From an optimization exercise on the open Yosys and OpenROAD flow, aimed at a short achievable clock period and few clock cycles per item; shortcuts taken in it are not production practice.
Only simulation tests tie the RTL to the original design; equivalence was not proved.

--- design/flow/constraint.sdc ---
create_clock -name core_clock -period 8.0 [get_ports {clk}]
set_input_delay 1.6000 -clock core_clock [delete_from_list [all_inputs] [get_ports {clk}]]
set_output_delay 1.6000 -clock core_clock [all_outputs]
set_load 0.01 [all_outputs]
--- design/flow/design.v ---
package ssb_pkg;
    localparam int ACCEL_W  = 16;
    localparam int POS_W    = 24;
    localparam int WEIGHT_W = 16;
    localparam int MAG_W    = 16;
    localparam int SIGN_W   = 6;
    localparam int DIV_K      = 2;
    localparam int DIV_SPS    = 2;
    localparam int DIV_BITS   = 24;
    localparam int DIV_STEPS  = DIV_BITS / DIV_K;
    localparam int DIV_STAGES = DIV_STEPS / DIV_SPS;
    localparam int LOOP_R  = 4;
    localparam int LOOP_ND = POS_W / LOOP_R;
    localparam int FIFO_AW    = 4;
    localparam int FIFO_DEPTH = 1 << FIFO_AW;
    localparam logic [WEIGHT_W-1:0] WEIGHT_RESET = 16'd6554;
    localparam logic [SIGN_W-1:0]   SIGN_PLUS    = 6'd43;
    localparam logic [SIGN_W-1:0]   SIGN_MINUS   = 6'd45;
    typedef logic signed [POS_W-1:0] pos_t;
endpackage
module slip_skid_ball_filter (
    input  logic        clk,
    input  logic        rst_n,
    input  logic        in_valid,
    output logic        in_ready,
    input  logic signed [15:0] lateral_accel,
    input  logic signed [15:0] vertical_accel,
    output logic        out_valid,
    input  logic        out_ready,
    output logic signed [23:0] ball_position,
    output logic [5:0]  sign_code,
    output logic [15:0] magnitude_hundredths,
    input  logic        cfg_wr_en,
    input  logic [15:0] cfg_wr_data
);
    localparam int K   = ssb_pkg::DIV_K;
    localparam int NM  = (1 << K) - 1;        
    localparam int TW  = 15 + K;              
    localparam int NS  = ssb_pkg::DIV_STAGES;
    localparam int SPS = ssb_pkg::DIV_SPS;
    localparam int R   = ssb_pkg::LOOP_R;
    localparam int ND  = ssb_pkg::LOOP_ND;
    localparam int NE  = 1 << R;
    localparam int EW  = R + 16;              
    localparam int CAP = ssb_pkg::FIFO_DEPTH + 1;
    localparam int CW  = $clog2(CAP + 1);
    localparam int AW  = ssb_pkg::FIFO_AW;
    localparam int FW  = AW + 1;
    logic [15:0] weight_reg;
    logic signed [16:0] wpos_reg, wneg_reg;            
    logic [EW-1:0] tw_u [NE];                           
    logic [EW-1:0] tw_s [NE];                           
    always_ff @(posedge clk or negedge rst_n)
    begin
        if (!rst_n)
            weight_reg <= ssb_pkg::WEIGHT_RESET;
        else if (cfg_wr_en)
            weight_reg <= cfg_wr_data;
    end
    always_ff @(posedge clk)
    begin
        wpos_reg <= $signed({1'b0, weight_reg});
        wneg_reg <= -$signed({1'b0, weight_reg});
        for (int k = 0; k < NE; k++)
        begin
            tw_u[k] <= EW'(k * (17'h10000 - {1'b0, weight_reg}));
            tw_s[k] <= EW'(((k >= NE / 2) ? k - NE : k)
                           * $signed({1'b0, 17'h10000 - {1'b0, weight_reg}}));
        end
    end
    logic        in_ready_reg;
    logic        in_fire;
    logic        v0;
    logic signed [15:0] lat0, vert0;
    assign in_ready = in_ready_reg;
    assign in_fire  = in_valid && in_ready_reg;
    always_ff @(posedge clk)
    begin
        lat0  <= lateral_accel;
        vert0 <= vertical_accel;
    end
    logic [NS:0]                   vd;
    logic [NS:0]                   negd;
    logic [NS:0][NM:1][TW-1:0]     muld;
    logic [NS:0][14:0]             remd;
    logic [NS:0][23:0]             dqd;
    logic [NS-1:0][14:0]           rem_out;
    logic [NS-1:0][23:0]           dq_out;
    logic [15:0] lat_mag;
    logic [18:0] lat_mag10;
    logic signed [16:0] neg_vert;
    logic [15:0] load_in;
    always_comb
    begin
        lat_mag   = lat0[15] ? 16'(-lat0) : 16'(lat0);
        lat_mag10 = ({3'b000, lat_mag} << 3) + ({3'b000, lat_mag} << 1);
        neg_vert  = -$signed({vert0[15], vert0});
        load_in   = (neg_vert < 17'sd4096) ? 16'd4096 : 16'(neg_vert);
    end
    for (genvar j = 0; j < NS; j++)
    begin : g_div
        logic [14:0] rem_c [0:SPS];
        logic [23:0] dq_c  [0:SPS];
        assign rem_c[0] = remd[j];
        assign dq_c[0]  = dqd[j];
        for (genvar t = 0; t < SPS; t++)
        begin : g_step
            logic [TW-1:0] trial;
            logic [TW:0]   diff [1:NM];
            logic [K-1:0]  digit;
            logic [14:0]   rem_n;
            always_comb
            begin
                trial = {rem_c[t], dq_c[t][23 -: K]};
                digit = '0;
                rem_n = trial[14:0];
                for (int d = 1; d <= NM; d++)
                begin
                    diff[d] = {1'b0, trial} - {1'b0, muld[j][d]};
                    if (!diff[d][TW])
                    begin
                        digit = K'(d);
                        rem_n = diff[d][14:0];
                    end
                end
            end
            assign rem_c[t + 1] = rem_n;
            assign dq_c[t + 1]  = {dq_c[t][23 - K:0], digit};
        end
        assign rem_out[j] = rem_c[SPS];
        assign dq_out[j]  = dq_c[SPS];
    end
    always_ff @(posedge clk)
    begin
        negd[0] <= lat0[15];
        for (int d = 1; d <= NM; d++)
            muld[0][d] <= TW'(d * load_in);
        remd[0] <= 15'(lat_mag10[18:8]);
        dqd[0]  <= {lat_mag10[7:0], 16'd0};
        for (int j = 0; j < NS; j++)
        begin
            negd[j + 1] <= negd[j];
            muld[j + 1] <= muld[j];
            remd[j + 1] <= rem_out[j];
            dqd[j + 1]  <= dq_out[j];
        end
    end
    logic signed [39:0] c_eff;
    logic [EW-1:0] t_u [NE];
    logic [EW-1:0] t_s [NE];
    logic          vx;
    logic          first_reg;        
    logic signed [16:0] w_sel;
    logic signed [39:0] c_in;
    always_comb
    begin
        w_sel = negd[NS] ? wneg_reg : wpos_reg;
        c_in  = 40'(w_sel * $signed({1'b0, dqd[NS]})) + 40'sd32768;
    end
    always_ff @(posedge clk)
    begin
        c_eff <= vd[NS] ? c_in : 40'sd0;
        for (int k = 0; k < NE; k++)
        begin
            if (!vd[NS])
            begin
                t_u[k] <= EW'(k) << 16;
                t_s[k] <= EW'((k >= NE / 2) ? k - NE : k) << 16;
            end
            else if (first_reg)
            begin
                t_u[k] <= '0;
                t_s[k] <= '0;
            end
            else
            begin
                t_u[k] <= tw_u[k];
                t_s[k] <= tw_s[k];
            end
        end
    end
    logic signed [23:0] s_reg;
    logic signed [23:0] pos_reg;        
    logic          vs;
    logic [39:0]   p_sum;
    always_comb
    begin
        p_sum = c_eff;
        for (int i = 0; i < ND - 1; i++)
            p_sum = p_sum + (40'(t_u[s_reg[i * R +: R]]) << (i * R));
        p_sum = p_sum + (40'($signed(t_s[s_reg[(ND - 1) * R +: R]])) << ((ND - 1) * R));
    end
    always_ff @(posedge clk)
    begin
        s_reg   <= p_sum[39:16];
        pos_reg <= p_sum[39:16];
    end
    logic [23:0] abs_pos;
    logic [30:0] scaled;
    logic [45:0] r_data;
    always_comb
    begin
        abs_pos = pos_reg[23] ? 24'(-pos_reg) : 24'(pos_reg);
        scaled  = ({7'd0, abs_pos} << 6) + ({7'd0, abs_pos} << 5)
                + ({7'd0, abs_pos} << 2);
        r_data  = {pos_reg,
                   pos_reg[23] ? ssb_pkg::SIGN_MINUS : ssb_pkg::SIGN_PLUS,
                   1'b0, scaled[30:16]};
    end
    logic [45:0] fifo_mem [CAP - 1];
    logic [AW-1:0] wp_reg, rp_reg;
    logic [AW:0]   fcnt_reg;
    logic        out_valid_reg;
    logic [45:0] out_reg;
    logic [CW-1:0] cnt_reg;
    logic        fifo_empty, out_load, head_avail, push, pop, out_fire;
    logic [45:0] head_data;
    logic [CW-1:0] cnt_next;
    always_comb
    begin
        fifo_empty = (fcnt_reg == '0);
        out_load   = !out_valid_reg || out_ready;
        out_fire   = out_valid_reg && out_ready;
        head_avail = !fifo_empty || vs;
        head_data  = fifo_empty ? r_data : fifo_mem[rp_reg];
        pop        = out_load && !fifo_empty;
        push       = vs && !(out_load && fifo_empty);
        cnt_next   = cnt_reg + CW'(in_fire) - CW'(out_fire);
    end
    always_ff @(posedge clk)
    begin
        if (vs)
            fifo_mem[wp_reg] <= r_data;
        if (out_load && head_avail)
            out_reg <= head_data;
    end
    always_ff @(posedge clk or negedge rst_n)
    begin
        if (!rst_n)
        begin
            in_ready_reg  <= 1'b1;
            cnt_reg       <= '0;
            v0            <= 1'b0;
            vd            <= '0;
            vx            <= 1'b0;
            vs            <= 1'b0;
            first_reg     <= 1'b1;
            wp_reg        <= '0;
            rp_reg        <= '0;
            fcnt_reg      <= '0;
            out_valid_reg <= 1'b0;
        end
        else
        begin
            cnt_reg      <= cnt_next;
            in_ready_reg <= (cnt_next < CW'(CAP));
            v0           <= in_fire;
            vd           <= {vd[NS - 1:0], v0};
            vx           <= vd[NS];
            vs           <= vx;
            if (vd[NS])
                first_reg <= 1'b0;
            wp_reg       <= wp_reg + AW'(push);
            rp_reg       <= rp_reg + AW'(pop);
            fcnt_reg     <= fcnt_reg + FW'(push)
                                     - FW'(pop);
            if (out_load)
                out_valid_reg <= head_avail;
        end
    end
    assign out_valid            = out_valid_reg;
    assign ball_position        = out_reg[45:22];
    assign sign_code            = out_reg[21:16];
    assign magnitude_hundredths = out_reg[15:0];
endmodule
--- design/flow/config.mk ---
export PLATFORM = sky130hd
export DESIGN_NAME = slip_skid_ball_filter
export DESIGN_NICKNAME = slip_skid_ball_filter
export VERILOG_FILES = /design/flow/design.v
export SDC_FILE = /design/flow/constraint.sdc
export NUM_CORES = 4
export LEC_CHECK = 0
export CAP_MARGIN = 20
export CORE_MARGIN = 2
export CORE_UTILIZATION = 40
export SLEW_MARGIN = 20
--- design/flow/run.sh ---
#!/bin/bash
# synth_recipe.tcl (not shown) runs the flow's synth.tcl, then flattens the netlist and writes it again
# the make line also repeats each setting of config.mk as NAME=value (left out here)
make -C /OpenROAD-flow-scripts/flow DESIGN_CONFIG=/design/flow/config.mk WORK_HOME=/design/flow/orfs CLKGATE_MAP_FILE= SYNTH_SCRIPT=/design/flow/synth_recipe.tcl finish
==> results.yml, run 1 <==
clock_tree:
  cts_tree: "built"
  clk_pin_slew_ns: 0.06
  cts_setup_buffers: 0
  cts_buffers: 184
  clockBufferDepth: 4
  ctsResizeCount: 0
  h-tree-depth: 4
  cts-root-buf: "clkbuf_16"
  cts_sinks: 1632
  ctsHoldBuffers: 0
  clk_latency_ns: 0.93
flow_run:
  maxCapViolations: 0
sta:
  layout_setup_ws_ns: 0.433
  rsz0062_at_grt: "false"
  finalHoldViolCount: 0
  worst_pin_slew_ns: 1.25
  setup_viol_count_final: 0
  fmax_mhz: 132
  final.setup.tns_ns: 0
  clock_skew_ns: 0.125
  drv_slew: 0
  slew_headroom: 0.166
  fin_crit_ns: 7.57
  timing.final.crit_share: 0.946
route:
  drtIter0Drc: 9862
  wl_per_cell_um: 25.5
  remaining_drc_errors: 0
  first_pass_iters: 13
  vias: 91300
  via_per_inst: 5.92
  routed_wl_mm: 394
  ant_nets: 0
finish:
  stdcell_count: 15400
  fin_util: 0.447
  final_nets: 13200
  reg.largest.list: "fifo_mem x640, muld x192, t_s x138"
  regMostFlops: "fifo_mem"
  area_growth_pct: 11.2
  layout-drive-gt1-share: 0.0887
  largest_reg_flops: 640
  fill_cells: 26700
synthesis:
  synth_top_area_share: 0.178
  syn_inst: 11400
  synth_area_mm2: 0.115
  ys_seq_area_frac: 0.346
  ys_ff_latch: 1632
  avgSynthCellArea_um2: 10.1
  synth_flop_cell: "dfxtp_1"
  async_flop_share: 0.0288
  synthDistinctLibCells: 107
  synth_edf_count: 680
  synth_top_cell_by_area: "edfxtp_1"
  yosysWarnings: 29
  ys_top_cells_by_area: "edfxtp_1 18%, dfxtp_1 16%, ha_1 12%"
critical_path:
  cp-end-kind: "flip-flop"
  r2r-end: "c_eff[39]"
  cp.arrival_ns: 8.31
  start_kind: "flip-flop"
  cp.required_ns: 8.74
  cpMostUsedCell: "fa_1"
  timing.rr.start: "negd[6]"
  worstPathMaxFanout: 24
  critPathSlowestCell: "mux2_2"
  rr_worst_depth: 24
  cp_cell_sequence: "buf_4, mux2_2, nand2_1, fa_1, inv_1, fa_1, inv_1, fa_1, inv_1, fa_1, fa_1, inv_1, fa_1, inv_1, ha_1, a21o_1, a21o_1, a211o_1, a21oi_1, nor3_1, or2_2, o211ai_1, nand3_1, a31o_2"
  rrSetupSlack_ns: 0.43
  critPathMaxStageDelay_ns: 0.66
  setup.worst_path.class: "reg2reg"
place:
  place_hpwl_mm: 290
  gp_congestion: 1.01
  dp.cells: 15100
  pre_cts_ws_ns: 0.457
  port-buffer-count: 95
floorplan:
  dieArea_mm2: 0.291
  core_mm2: 0.285
  die_h_um: 539
  fp.dieW_um: 539
  start_util: 0.402
  row_count: 196
  pin_count: 101
hold_path:
  min_to: "dqd[155]"
  whs_path_depth: 0
  hp-class: "reg2reg"
  hp-start: "dqd[127]"
global_routing:
  grt_pass1_vias: 90700
  antenna_found_initial: 16
  grt_max_degree: 99
  grtUsageTotal: 0.263
  overflow: 0
  grt_pass1_wl_mm: 585
run_status:
  status: "timing/DRC/antenna clean"
cells in the final DEF, fill, tap and decap left out, types with 105 or more instances in the layout:
| cell | netlist | final |
|---|---|---|
| nor3_1 | 188 | 159 |
| edfxtp_1 | 680 | 680 |
| nand2_1 | 700 | 699 |
| nor2b_1 | 117 | 117 |
| o21a_1 | 123 | 123 |
| ha_1 | 1114 | 1114 |
| buf_4 | 11 | 315 |
| and2_1 | 383 | 383 |
| dfxtp_1 | 905 | 904 |
| nor2_1 | 577 | 554 |
| nand4_1 | 105 | 105 |
| o21ai_0 | 439 | 438 |
| a221oi_1 | 111 | 111 |
| mux4_2 | 129 | 129 |
| mux2i_1 | 185 | 184 |
| and3_1 | 115 | 114 |
| a22oi_1 | 450 | 450 |
| nand3_1 | 175 | 175 |
| a21o_1 | 205 | 205 |
| fa_1 | 553 | 553 |
| a21oi_1 | 505 | 505 |
| xnor2_1 | 401 | 391 |
| clkbuf_16 | 0 | 185 |
| xor2_1 | 232 | 226 |
| inv_1 | 1141 | 1141 |
kinds of logic after synthesis:
| logic type | Yosys count | share of synthesized area |
|---|---|---|
| other cells | 2 | 0.0000655 |
| mux | 413 | 0.0512 |
| flops | 1632 | 0.346 |
| xor+xnor | 633 | 0.0483 |
| compound gates | 2733 | 0.167 |
| buf+inv | 1622 | 0.0538 |
| simple gates | 2676 | 0.116 |
| fa+ha+maj | 1667 | 0.218 |
synth_stat cells (105+ instances only):
cell	number
a21o_1	205
a21oi_1	505
a221oi_1	111
a22oi_1	450
and2_1	383
and3_1	115
clkbuf_1	399
dfxtp_1	905
edfxtp_1	680
fa_1	553
ha_1	1114
inv_1	1141
mux2i_1	185
mux4_2	129
nand2_1	700
nand3_1	175
nand4_1	105
nor2_1	577
nor2b_1	117
nor3_1	188
o21a_1	123
o21ai_0	439
xnor2_1	401
xor2_1	232
worst max-delay path, delay by kind of cell (launching register included):
family	cells	cell delay, ns
adder cells (fa/ha/maj)	7	3.51
AND/OR/NAND/NOR	4	0.85
buffers and inverters	6	0.56
AO/OA/AOI/OAI	6	1.54
multiplexers	1	0.66
flip-flops	1	0.30
layout make-up:
type	count	area, µm²	share of cell area
antenna	13	32.5	0.000255
clock buffer	229	4900	0.0384
clock inverter	100	1200	0.00938
inverter	1142	4290	0.0336
multi-input combinational	8127	69300	0.543
sequential	1632	39700	0.312
tap	3762	4710	0.0369
timing repair buffer	413	3390	0.0265
layer usage:
layer,global-route usage,wire length (µm)
met1,0.347,166000
met2,0.421,177000
met3,0.0445,30900
met4,0.118,20100
met5,0,44
how the worst max path moves through the flow:
stage | from | to | slack [ns]
final | negd[6] | c_eff[39] | 0.43
after floorplan | negd[6] | c_eff[36] | 1.02
after global placement | negd[6] | c_eff[36] | 0.45
after detailed placement | negd[6] | c_eff[39] | 0.46
after global routing | negd[6] | c_eff[39] | 0.03
after CTS | negd[6] | c_eff[36] | 0.41
metrics by stage:
stage / hold WS, ns / area, µm²
2_1_floorplan: 0.310 / 115000
3_3_place_gp: 0.311 / 121000
3_5_place_dp: 0.312 / 121000
4_1_cts: 0.323 / 128000
5_1_grt: 0.328 / 128000
6_report: 0.323 / 128000
Testbench counts, summed over its fixed seeds: cycles 5,064, items 4,800.
==> inputs of run 2 (changes only) <==
--- a/design/flow/config.mk
+++ b/design/flow/config.mk
@@ -5,7 +5,9 @@
 export SDC_FILE = /design/flow/constraint.sdc
 export NUM_CORES = 4
 export LEC_CHECK = 0
+export ABC_CLOCK_PERIOD_IN_PS = 3500
 export CAP_MARGIN = 20
 export CORE_MARGIN = 2
 export CORE_UTILIZATION = 40
+export SETUP_SLACK_MARGIN = 4.0
 export SLEW_MARGIN = 20
==> results.yml, run 2 <==
sta:
  clock_skew_ns: 0.0783
  slew_headroom: 0.276
  fin_crit_ns: 6.51
  timing.final.crit_share: 0.814
  rsz0062_at_grt: "true"
  final.setup.tns_ns: 0
  layout_setup_ws_ns: 1.49
  fmax_mhz: 153
  worst_pin_slew_ns: 1.08
  finalHoldViolCount: 0
  drv_slew: 0
  setup_viol_count_final: 0
synthesis:
  synth_top_cell_by_area: "edfxtp_1"
  synthDistinctLibCells: 107
  synth_flop_cell: "dfxtp_1"
  synth_top_area_share: 0.178
  synth_edf_count: 680
  syn_inst: 11400
  async_flop_share: 0.0288
  yosysWarnings: 29
  synthMostInstantiatedCell: "inv_1"
  yosys-top-cells-count: "1,141 x inv_1, 1,114 x ha_1, 905 x dfxtp_1"
  avgSynthCellArea_um2: 10.1
  synth_area_mm2: 0.115
  ys_seq_area_frac: 0.346
  ys_top_cells_by_area: "edfxtp_1 18%, dfxtp_1 16%, ha_1 12%"
  ys_ff_latch: 1632
critical_path:
  cp.required_ns: 8.74
  start_kind: "flip-flop"
  setup.worst_path.class: "reg2reg"
  worstPathMaxFanout: 6
  cp-end-kind: "flip-flop"
  cp.arrival_ns: 7.25
clock_tree:
  clockBufferDepth: 4
  cts_buffers: 184
  cts_sinks: 1632
  cts-root-buf: "clkbuf_16"
  cts_tree: "built"
  ctsHoldBuffers: 0
  clk_latency_ns: 0.90
  clk_pin_slew_ns: 0.07
  h-tree-depth: 4
finish:
  final_area_mm2: 0.151
  mostFrequentLayoutCells: "979 x inv_1, 968 x buf_4, 810 x ha_1"
  largest_reg_flops: 640
  fill_cells: 24200
  layout-drive-gt1-share: 0.301
  regMostFlops: "fifo_mem"
  area_growth_pct: 31.3
  multi_input_area_mm2: 0.0809
  seq_area_mm2: 0.0401
  reg.largest.list: "fifo_mem x640, muld x192, t_s x138"
  final_common_cell: "inv_1"
  fin_util: 0.528
  final_nets: 14300
place:
  place_hpwl_mm: 292
  pre_cts_ws_ns: 1.07
  port-buffer-count: 95
  place_area_mm2: 0.124
  gp_congestion: 1.02
global_routing:
  grt_pass1_vias: 99700
  grt_max_degree: 105
  overflow: 0
  antenna_found_initial: 19
  grt_pass1_wl_mm: 645
  grtUsageTotal: 0.291
route:
  vias: 99000
  remaining_drc_errors: 0
  routed_wl_mm: 444
  drtIter0Drc: 10600
  via_per_inst: 5.99
  first_pass_iters: 11
  wl_per_cell_um: 26.9
  ant_nets: 0
floorplan:
  pin_count: 101
  start_util: 0.402
  dieArea_mm2: 0.291
  die_h_um: 539
  fp.dieW_um: 539
  core_mm2: 0.285
  row_count: 196
hold_path:
  hp-class: "reg2reg"
flow_run:
  maxCapViolations: 0
run_status:
  status: "timing/DRC/antenna clean"
[run 2: cell counts after synthesis]
Identical to the previous run, type by type.
[run 2: final cells by class]
type,instances,share of cell area
multi-input combinational,8153,0.537
tap,3762,0.0313
clock buffer,235,0.0331
timing repair buffer,1487,0.0941
timing repair inverter,1,0.0000582
sequential,1632,0.266
inverter,1142,0.0300
antenna,8,0.000133
clock inverter,101,0.00780
[run 2: stage by stage]
stage	std cells	hold WS (ns)
after floorplan	11400	0.309
after global placement	14900	0.310
after detailed placement	14900	0.312
after CTS	16200	0.327
after global routing	16500	0.329
final	16500	0.324
[run 2: metal layers]
| metal | global-route usage | up-vias | routed length (µm) |
|---|---|---|---|
| li1 | - | 43500 | - |
| met1 | 0.379 | 49400 | 180000 |
| met2 | 0.460 | 4766 | 199000 |
| met3 | 0.0614 | 1350 | 38400 |
| met4 | 0.138 | 6 | 25800 |
| met5 | 0 | - | 42 |
[run 2: logic make-up after synthesis]
family          after synthesis  share of synthesized area
mux                         413                     0.0512
compound gates             2733                      0.167
buf+inv                    1622                     0.0538
simple gates               2676                      0.116
other cells                   2                  0.0000655
fa+ha+maj                  1667                      0.218
flops                      1632                      0.346
xor+xnor                    633                     0.0483
[run 2: final timing paths]
path / start / endpoint / slack, ns / cells after the start
worst min-delay path: dqd[96] / dqd[124] / 0.32 / 0
worst min register to register: dqd[96] / dqd[124] / 0.32 / 0
min in group asynchronous: rst_n / weight_reg[2] / 0.89 / 2
max in group asynchronous: rst_n / rp_reg[0] / 6.50 / 2
worst max register to register: negd[6] / c_eff[39] / 1.49 / 25
worst max-delay path: negd[6] / c_eff[39] / 1.49 / 25
[run 2: repair_timing]
action | 4_1_cts | 5_1_grt
resized for setup | 1517 | 643
pin swaps | 679 | 508
setup buffers | 888 | 293
cloned | 40 | 7
setup endpoints to repair | 543 | 515
[run 2: worst max-delay path, stage by stage (launching register included)]
cell	delay (ns)
dfxtp_4	0.42
buf_12	0.13
buf_16	0.14
buf_12	0.13
mux2_4	0.35
and2_4	0.18
fa_1	0.53
inv_1	0.05
fa_1	0.47
fa_1	0.48
fa_1	0.50
inv_1	0.05
fa_1	0.49
inv_1	0.06
fa_1	0.50
inv_2	0.05
ha_4	0.24
a21oi_4	0.15
nand2_2	0.08
a211o_1	0.31
a21oi_4	0.18
nor3_4	0.07
or2_4	0.24
o211ai_1	0.22
nand3_1	0.16
a31o_2	0.23
==> inputs of run 3 (changes only) <==
--- a/design/flow/design.v
+++ b/design/flow/design.v
@@ -152,17 +152,22 @@
     logic          first_reg;        
     logic signed [16:0] w_sel;
     logic signed [39:0] c_in;
-    always_comb
-    begin
+    logic               vp;
+    logic signed [29:0] pl_reg, ph_reg;    
+    always_comb
         w_sel = negd[NS] ? wneg_reg : wpos_reg;
-        c_in  = 40'(w_sel * $signed({1'b0, dqd[NS]})) + 40'sd32768;
-    end
-    always_ff @(posedge clk)
-    begin
-        c_eff <= vd[NS] ? c_in : 40'sd0;
+    always_ff @(posedge clk)
+    begin
+        pl_reg <= 30'(w_sel * $signed({1'b0, dqd[NS][11:0]}));
+        ph_reg <= 30'(w_sel * $signed({1'b0, dqd[NS][23:12]}));
+    end
+    assign c_in = (40'(ph_reg) <<< 12) + 40'(pl_reg) + 40'sd32768;
+    always_ff @(posedge clk)
+    begin
+        c_eff <= vp ? c_in : 40'sd0;
         for (int k = 0; k < NE; k++)
         begin
-            if (!vd[NS])
+            if (!vp)
             begin
                 t_u[k] <= EW'(k) << 16;
                 t_s[k] <= EW'((k >= NE / 2) ? k - NE : k) << 16;
@@ -242,6 +247,7 @@
             cnt_reg       <= '0;
             v0            <= 1'b0;
             vd            <= '0;
+            vp            <= 1'b0;
             vx            <= 1'b0;
             vs            <= 1'b0;
             first_reg     <= 1'b1;
@@ -256,9 +262,10 @@
             in_ready_reg <= (cnt_next < CW'(CAP));
             v0           <= in_fire;
             vd           <= {vd[NS - 1:0], v0};
-            vx           <= vd[NS];
+            vp           <= vd[NS];
+            vx           <= vp;
             vs           <= vx;
-            if (vd[NS])
+            if (vp)
                 first_reg <= 1'b0;
             wp_reg       <= wp_reg + AW'(push);
             rp_reg       <= rp_reg + AW'(pop);
--- a/design/flow/config.mk
+++ b/design/flow/config.mk
@@ -5,9 +5,9 @@
 export SDC_FILE = /design/flow/constraint.sdc
 export NUM_CORES = 4
 export LEC_CHECK = 0
-export ABC_CLOCK_PERIOD_IN_PS = 3500
 export CAP_MARGIN = 20
 export CORE_MARGIN = 2
 export CORE_UTILIZATION = 40
-export SETUP_SLACK_MARGIN = 4.0
+export SETUP_SLACK_MARGIN = 3.5
 export SLEW_MARGIN = 20
+export TNS_END_PERCENT = 20
==> results.yml, run 3 <==
critical_path:
  r2r-end: "ph_reg[27]"
  cpMostUsedCell: "fa_1"
  cp-end-kind: "flip-flop"
  rrSetupSlack_ns: 1.76
  path_buf_inv: 4
  critPathSlowestCell: "or4_4"
  cp.arrival_ns: 6.95
  cp.depth: 23
  start_kind: "flip-flop"
  rr_worst_depth: 23
  endpoint: "ph_reg[27]"
  cp_cell_sequence: "buf_12, mux2_4, nand2_2, fa_1, fa_1, fa_1, inv_1, fa_1, inv_2, fa_1, inv_2, ha_4, a21o_1, a21oi_4, a21bo_2, o211ai_1, o31ai_2, o21ai_2, a41o_1, or4_4, a41o_1, a21oi_2, xnor2_1"
  timing.critical_path.from: "negd[6]"
  setup.worst_path.class: "reg2reg"
  cp.required_ns: 8.72
  timing.rr.start: "negd[6]"
  path_delay_family: "adder cells"
  worstPathMaxFanout: 8
  critPathMaxStageDelay_ns: 0.54
clock_tree:
  clk_latency_ns: 0.92
  clockBufferDepth: 4
  h-tree-depth: 4
  clk_pin_slew_ns: 0.06
  cts_buffers: 192
  cts_tree: "built"
  cts-root-buf: "clkbuf_16"
  cts_sinks: 1691
  ctsHoldBuffers: 0
finish:
  area_growth_pct: 21.7
  regMostFlops: "fifo_mem"
  final_nets: 14200
  layout-drive-gt1-share: 0.205
  largest_reg_flops: 640
  mostFrequentLayoutCells: "1,128 x inv_1, 1,031 x ha_1, 863 x dfxtp_1"
  final_common_cell: "inv_1"
  final_area_mm2: 0.144
  reg.largest.list: "fifo_mem x640, muld x192, t_s x138"
global_routing:
  grt_pass1_wl_mm: 646
  grt_max_degree: 98
  overflow: 0
  grtUsageTotal: 0.286
  grt_pass1_vias: 98800
  antenna_found_initial: 12
synthesis:
  yosysWarnings: 29
  synthDistinctLibCells: 108
  synth_edf_count: 680
  synth_top_area_share: 0.173
  syn_inst: 11700
  ys_ff_latch: 1691
  yosys-top-cells-count: "1,225 x inv_1, 1,172 x ha_1, 963 x dfxtp_1"
  synth_flop_cell: "dfxtp_1"
  avgSynthCellArea_um2: 10.1
  synth_area_mm2: 0.118
  synthMostInstantiatedCell: "inv_1"
  async_flop_share: 0.0284
  synth_top_cell_by_area: "edfxtp_1"
  ys_seq_area_frac: 0.347
  ys_top_cells_by_area: "edfxtp_1 17%, dfxtp_1 16%, ha_1 12%"
sta:
  finalHoldViolCount: 0
  fmax_mhz: 160
  drv_slew: 0
  setup_viol_count_final: 0
  fin_crit_ns: 6.24
  layout_setup_ws_ns: 1.76
  slew_headroom: 0.249
  timing.final.crit_share: 0.779
  rsz0062_at_grt: "true"
  clock_skew_ns: 0.0900
  final.setup.tns_ns: 0
  worst_pin_slew_ns: 1.13
route:
  vias: 97000
  routed_wl_mm: 439
  ant_nets: 0
  remaining_drc_errors: 0
  wl_per_cell_um: 26.6
  drtIter0Drc: 10500
  first_pass_iters: 30
  via_per_inst: 5.90
hold_path:
  hp-class: "reg2reg"
floorplan:
  die_h_um: 547
  row_count: 199
  start_util: 0.402
  pin_count: 101
  dieArea_mm2: 0.299
  core_mm2: 0.294
  fp.dieW_um: 547
place:
  gp_congestion: 1.01
  pre_cts_ws_ns: 0.729
  place_area_mm2: 0.125
  port-buffer-count: 95
  place_hpwl_mm: 299
flow_run:
  maxCapViolations: 0
run_status:
  status: "timing/DRC/antenna clean"
run 3: how the worst min path moves through the flow:
stage          startpoint        to  slack [ns]  cells past startpoint
6_report          dqd[73]  dqd[101]        0.32                      0
2_1_floorplan     negd[5]   negd[6]        0.31                      0
4_1_cts          dqd[124]  dqd[152]        0.33                      0
3_5_place_dp     dqd[124]  dqd[152]        0.31                      0
3_3_place_gp     dqd[139]  dqd[167]        0.31                      0
5_1_grt           negd[4]   negd[5]        0.33                      0
run 3: kinds of logic (layout without fill, tap and decap cells):
family,count (synthesis),in the layout,share of synthesized area
compound gates,2794,2798,0.164
xor+xnor,712,712,0.0528
fa+ha+maj,1764,1764,0.225
buf+inv,1736,2543,0.0560
flops,1691,1691,0.347
mux,348,367,0.0439
other cells,2,13,0.0000636
simple gates,2652,2654,0.112
run 3: layer usage:
layer	up-vias	global-route usage	routed length, µm
met5	-	0.000158	45
met4	8	0.177	33100
met3	1373	0.0540	34100
met1	48000	0.348	170000
li1	43100	-	-
met2	4507	0.468	201000
run 3: repair_timing:
item | in CTS | in global routing
pin swaps | 384 | 137
hold endpoints to repair | 0 | 0
resized for setup | 1134 | 266
buffers inserted | 536 | 98
gates cloned | 33 | 4
endpoints found under the setup margin | 524 | 486
run 3: area by class of cell:
class | instances | area, µm²
Antenna cell | 8 | 20.0
Clock buffer | 245 | 5260
Clock inverter | 104 | 1250
Fill cell | 26400 | 150000
Inverter | 1229 | 4740
Multi-Input combinational cell | 8300 | 77300
Sequential cell | 1691 | 41200
Tap cell | 3919 | 4900
Timing Repair Buffer | 964 | 8920
Timing Repair inverter | 1 | 5.00
run 3: through the flow:
stage | util | std cells | hold WS, ns
after detailed placement | 0.427 | 15400 | 0.312
after floorplan | - | 11700 | 0.310
after global routing | 0.489 | 16500 | 0.329
final | 0.489 | 16500 | 0.319
after CTS | 0.482 | 16400 | 0.325
after global placement | 0.427 | 15400 | 0.311
Testbench counts of run 3, summed over its fixed seeds: cycles 5,088, items 4,800.

## afterwards: timing with drivers on the ports
Ports are ideal in the flow. The routed layouts listed here were re-timed in OpenROAD.
Step 1: set_driving_cell puts a clkbuf_16 on clk and a buf_2 on each other input, an assumption about the parent block.
Step 2 moves the port delays by t, midway between the first and last clock arrival at a register: inputs arrive t later, outputs are due t later. That takes back most of the time a late clock gives input paths.
Three values: ideal ports, drivers, drivers and shift; two values: the first two.
run	t (ns)	setup WS [ns]	worst setup path after step 2
run 1	0.966	0.433 / 0.433 / 0.433	register to register
run 2	0.960	1.485 / 1.485 / 1.485	register to register
run 3	0.970	1.764 / 1.764 / 1.764	register to register
After both steps every run listed still meets setup and hold.
